From an optimization exercise on the open Yosys and OpenROAD flow, aimed at small area; shortcuts taken in it are not production practice.
The RTL was checked by simulation tests, not by an equivalence proof against the original design.
Power and IR drop assume default switching activity.

north:
## rv_core_top
module rv_core_top (
    input  logic     clk,
    input  logic     rst_n,
    input  rv_core_pkg::word_t    imem_insn,      
    output rv_core_pkg::word_t    imem_addr,
    output logic     retire_valid,   
    output rv_core_pkg::reg_idx_t retire_rd,
    output rv_core_pkg::word_t    retire_data
);
For scale: ~2000 cells after synthesis, about 1100 flip-flops, ~100 I/O pins, roughly 30000 µm² of cells after synthesis.
==> flow/config.mk <==
export PLATFORM = sky130hd
export DESIGN_NAME = rv_core_top
export DESIGN_NICKNAME = rv_core_top
export VERILOG_FILES = /design/flow/design.v
export SDC_FILE = /design/flow/constraint.sdc
export NUM_CORES = 4
export LEC_CHECK = 0
export CAP_MARGIN = 10
export CORE_MARGIN = 2
export CORE_UTILIZATION = 70
export CTS_BUF_LIST = sky130_fd_sc_hd__clkbuf_8
export CTS_CLUSTER_DIAMETER = 45
export CTS_CLUSTER_SIZE = 18
export SETUP_SLACK_MARGIN = 0.05
export SLEW_MARGIN = 10
export SYNTH_HIERARCHICAL = 1
==> flow/constraint.sdc <==
create_clock -name core_clock -period 5.2 [get_ports {clk}]
set_input_delay 1.0400 -clock core_clock [delete_from_list [all_inputs] [get_ports {clk}]]
set_output_delay 1.0400 -clock core_clock [all_outputs]
set_load 0.01 [all_outputs]
standard.sh (not shown) runs the stock make flow with config.mk's settings and CLKGATE_MAP_FILE= SYNTH_SCRIPT=/design/flow/synth_recipe.tcl, a recipe that flattens the netlist after the stock synthesis.
==> flow/flow/run.sh <==
#!/bin/bash
# The standard layout (standard.sh, unchanged synthesis) with these
# changes to how the layout is made:
#  - ports are buffered with the smallest buffer cell instead of a delay cell
#  - the clock tree gets no dummy balancing loads
#  - timing-driven global placement keeps none of the buffers its trial
#    repairs insert (they are only used to weigh nets)
# Everything else (floorplan, power grid, taps, placement, routing) is the
# standard flow. The make output goes to layout.log in this folder; ORFS's
# per-step logs stay under orfs/logs.
set -euo pipefail
export BUFFER_PORTS_ARGS="-buffer_cell sky130_fd_sc_hd__buf_1"
export CTS_ARGS="-sink_clustering_enable -repair_clock_nets -sink_clustering_size 18 -sink_clustering_max_diameter 45 -buf_list sky130_fd_sc_hd__clkbuf_8 -dont_use_dummy_load"
export GPL_KEEP_OVERFLOW=0
bash standard.sh > layout.log 2>&1
Relative to north, the following input files were edited for south:
Settings: CORE_UTILIZATION: 70 -> 65.
--- outcome ---
north → south: total power barely changed, required time reported for the critical path endpoint climbed 0.02 ns, average routed wire per standard cell dropped 3.2 µm. Between south and north, it is south whose setup clock skew after layout is lower, by 0.039 ns. Against north, time the final worst path needs with I/O delays and setup in south came out better. north → south: average size of a mapped cell held; worst setup slack went up 0.094 ns; clock group total power held; met2 usage went down 9.3 points.
--- input diff south..east ---
Settings: changing CORE_UTILIZATION from 65 to 70; changing CTS_CLUSTER_SIZE from 18 to 20; changing CTS_CLUSTER_DIAMETER from 45 to 40.
diff --git a/flow/flow/run.sh b/flow/flow/run.sh
--- a/flow/flow/run.sh
+++ b/flow/flow/run.sh
@@ -13 +13 @@
-export CTS_ARGS="-sink_clustering_enable -repair_clock_nets -sink_clustering_size 18 -sink_clustering_max_diameter 45 -buf_list sky130_fd_sc_hd__clkbuf_8 -dont_use_dummy_load"
+export CTS_ARGS="-sink_clustering_enable -repair_clock_nets -sink_clustering_size 20 -sink_clustering_max_diameter 40 -buf_list sky130_fd_sc_hd__clkbuf_8 -dont_use_dummy_load"
Notes after the runs:
Register-to-register path setup slack on east is up relative to south. As of east, overall die area had fallen by a little under 10% compared to south. The higher mean routed wirelength per cell of south and east is in east. Summary — standard cell core area, east relative to south: lower, by 3300 µm². east vs south, final critical-path setup slack went down by 0.019 ns.

---

Another version of the RTL of rv_core_top (not shown whole).
Size: about 2,100 cells after synthesis, roughly 1,100 flip-flops, about 100 I/O pins, ~31,000 um2 of cells after synthesis.
==> flow/config.mk <==
export PLATFORM = sky130hd
export DESIGN_NAME = rv_core_top
export DESIGN_NICKNAME = rv_core_top
export VERILOG_FILES = /design/flow/design.v
export SDC_FILE = /design/flow/constraint.sdc
export NUM_CORES = 4
export LEC_CHECK = 0
export CAP_MARGIN = 10
export CORE_MARGIN = 2
export CORE_UTILIZATION = 70
export CTS_BUF_LIST = sky130_fd_sc_hd__clkbuf_8
export CTS_CLUSTER_DIAMETER = 45
export CTS_CLUSTER_SIZE = 18
export SLEW_MARGIN = 10
export SYNTH_HIERARCHICAL = 1
==> flow/constraint.sdc <==
create_clock -name core_clock -period 5.2 [get_ports {clk}]
set_input_delay 1.0400 -clock core_clock [delete_from_list [all_inputs] [get_ports {clk}]]
set_output_delay 1.0400 -clock core_clock [all_outputs]
set_load 0.01 [all_outputs]
==> flow/flow/run.sh <==
#!/bin/bash
# The standard layout (standard.sh, unchanged synthesis) with three
# changes to how the layout is made:
#  - ports are buffered with the smallest buffer cell instead of a delay cell
#  - the clock tree gets no dummy balancing loads
# Everything else (floorplan, power grid, taps, placement, routing) is the
# standard flow. The make output goes to layout.log in this folder; ORFS's
# per-step logs stay under orfs/logs.
set -euo pipefail
export BUFFER_PORTS_ARGS="-buffer_cell sky130_fd_sc_hd__buf_1"
export CTS_ARGS="-sink_clustering_enable -repair_clock_nets -sink_clustering_size 18 -sink_clustering_max_diameter 45 -buf_list sky130_fd_sc_hd__clkbuf_8 -dont_use_dummy_load"
bash standard.sh > layout.log 2>&1
Then changed:
--- a/flow/flow/run.sh
+++ b/flow/flow/run.sh
@@ -5,2 +5,4 @@
 #  - the clock tree gets no dummy balancing loads
+#  - after global routing, cells off the critical paths are downsized
+#    (ORFS power recovery)
 # Everything else (floorplan, power grid, taps, placement, routing) is the
@@ -11,2 +13,3 @@
 export CTS_ARGS="-sink_clustering_enable -repair_clock_nets -sink_clustering_size 18 -sink_clustering_max_diameter 45 -buf_list sky130_fd_sc_hd__clkbuf_8 -dont_use_dummy_load"
+export RECOVER_POWER=100
 bash standard.sh > layout.log 2>&1
Effect:
- The changed run completed, yet does not pass: max-capacitance violations, max-slew violations
- setup slack barely changes
- routed wire length barely changes
- cell count barely changes
- combinational power shrinks by about 1%
- non-clock buffer count is unchanged
- register-to-register slack got worse by 90 ps
- hold slack got worse by 3.4 ps
Then changed:
==> flow/flow/run.sh (replaced) <==
#!/bin/bash
# The standard layout (standard.sh, unchanged synthesis) with these
# changes to how the layout is made:
#  - ports are buffered with the smallest buffer cell instead of a delay cell
#  - the clock tree gets no dummy balancing loads
#  - timing-driven global placement keeps none of the buffers its trial
#    repairs insert (they are only used to weigh nets)
# Everything else (floorplan, power grid, taps, placement, routing) is the
# standard flow. The make output goes to layout.log in this folder; ORFS's
# per-step logs stay under orfs/logs.
set -euo pipefail
export BUFFER_PORTS_ARGS="-buffer_cell sky130_fd_sc_hd__buf_1"
export CTS_ARGS="-sink_clustering_enable -repair_clock_nets -sink_clustering_size 18 -sink_clustering_max_diameter 45 -buf_list sky130_fd_sc_hd__clkbuf_8 -dont_use_dummy_load"
export GPL_KEEP_OVERFLOW=0
bash standard.sh > layout.log 2>&1
With this change the flow finished clean.
Global-route usage went down by 2.6 points.
Worst hold slack hardly moves.
Power went down by about 0.4%.
Area after synthesis stays the same.
Then changed:
==> flow/run.sh (new file) <==
#!/bin/bash
# synth_recipe.tcl (not shown) runs the flow's synth.tcl, then flattens the netlist and writes it again
# the make line also repeats each setting of config.mk as NAME=value (left out here)
make -C /OpenROAD-flow-scripts/flow DESIGN_CONFIG=/design/flow/config.mk WORK_HOME=/design/flow/orfs CLKGATE_MAP_FILE= SYNTH_SCRIPT=/design/flow/synth_recipe.tcl finish
Settings changed: CAP_MARGIN 10 to 20, CORE_UTILIZATION 70 to 60, CTS_CLUSTER_DIAMETER 45 to 50, CTS_CLUSTER_SIZE 18 to 16, GPL_TIMING_DRIVEN set to 0, SLEW_MARGIN 10 to 20.
removed: flow/flow/run.sh
removed: flow/standard.sh
What happened:
- The new run finished but fails on negative setup slack
- final area went up by 5.2%
- routed wire length went up by 1.7%
- power went up by 5.4%
- die area went up by 16%
- setup slack got worse by 210 ps
- critical path depth went up by 1
- non-clock buffer count went up by 83
- fmax went down by 4.1%
- global-route usage went down by 3.5 points
- area after synthesis is unchanged
Then changed:
Settings changed: CAP_MARGIN 20 to 10, CORE_UTILIZATION 60 to 70, CTS_CLUSTER_DIAMETER 50 to 45, CTS_CLUSTER_SIZE 16 to 18, GPL_TIMING_DRIVEN 0 to not set, SLEW_MARGIN 20 to 10.
The new run finished with timing, DRC and antenna clean.
Hold slack improved by 130 ps.
Die area shrinks by about a fifth.
Core utilization grows by 11 points.
Power stays flat.
Synthesized area stays the same.
Non-clock buffer count shrinks by 7.
Then changed:
==> flow/flow/run.sh (new file) <==
#!/bin/bash
# The standard layout (standard.sh, unchanged synthesis) with these
# changes to how the layout is made:
#  - ports are buffered with the smallest buffer cell instead of a delay cell
#  - the clock tree gets no dummy balancing loads
#  - timing-driven global placement keeps none of the buffers its trial
#    repairs insert (they are only used to weigh nets)
# Everything else (floorplan, power grid, taps, placement, routing) is the
# standard flow. The make output goes to layout.log in this folder; ORFS's
# per-step logs stay under orfs/logs.
set -euo pipefail
export BUFFER_PORTS_ARGS="-buffer_cell sky130_fd_sc_hd__buf_1"
export CTS_ARGS="-sink_clustering_enable -repair_clock_nets -sink_clustering_size 30 -sink_clustering_max_diameter 60 -buf_list sky130_fd_sc_hd__clkbuf_16 -dont_use_dummy_load"
export GPL_KEEP_OVERFLOW=0
bash standard.sh > layout.log 2>&1
==> flow/standard.sh (new file) <==
#!/bin/bash
# synth_recipe.tcl (not shown) runs the flow's synth.tcl, then flattens the netlist and writes it again
# the make line also repeats each setting of config.mk as NAME=value (left out here)
make -C /OpenROAD-flow-scripts/flow DESIGN_CONFIG=/design/flow/config.mk WORK_HOME=/design/flow/orfs CLKGATE_MAP_FILE= SYNTH_SCRIPT=/design/flow/synth_recipe.tcl "${@:-finish}"
removed: flow/run.sh
The changed run finished with timing, DRC and antenna clean.
Global-route usage fell by 2.7 points.
Setup slack gets worse by 100 ps.
Design area decreases by 4.1%.
Count of clock-buffer cells in the layout went down by 34.
Worst hold slack is worse by 69 ps.

-- separate check: timing with driven ports --
The results above use ideal ports. As a check the final layouts listed here were re-extracted and re-timed, cells and wires unchanged. Step 1, drivers: a clkbuf_16 drives clk and a buf_2 each remaining input, both assumed. Step 2, shift: input delay + t, output delay - t, t = (earliest + latest rising clock arrival at the registers) / 2. This alone moves slack from input paths to output paths. a / b / c = ideal ports / drivers / drivers and shift; a / b = the first two.
run	t (ns)	setup slack, ns	worst hold slack (ns)	latest minus earliest clock arrival (ns)	slew at the worst register clock pin (ns)
north	0.717	0.303 / 0.281 / -0.436	0.267 / 0.267 / 0.267	0.120 / 0.120	0.11 / 0.11
south	0.710	0.397 / 0.398 / -0.311	0.289 / 0.289 / 0.289	0.081 / 0.081	0.10 / 0.10
east	0.720	0.378 / 0.403 / -0.317	0.242 / 0.242 / 0.242	0.136 / 0.136	0.11 / 0.11
the first run of note 2	0.712	0.417 / 0.406 / -0.306	0.262 / 0.262 / 0.262	0.104 / 0.104	0.12 / 0.12
the second run of note 2	0.712	0.420 / 0.411 / -0.301	0.259 / 0.259 / 0.259	0.105 / 0.105	0.12 / 0.12
the third run of note 2	0.696	0.200 / 0.183 / -0.513	0.258 / 0.258 / 0.258	0.104 / 0.103	0.11 / 0.11
the fourth run of note 2	0.742	-0.013 / 0.016 / -0.726	0.184 / 0.153 / 0.320	0.022 / 0.022	0.10 / 0.10
the fifth run of note 2	0.756	0.281 / 0.212 / -0.544	0.315 / 0.315 / 0.315	0.035 / 0.035	0.12 / 0.12
the sixth run of note 2	0.643	0.179 / 0.161 / -0.483	0.247 / 0.247 / 0.247	0.095 / 0.095	0.11 / 0.11
The setup slack of the fifth run of note 2, which loses most, moves by -0.069 ns with the drivers and by -0.825 ns with both steps.
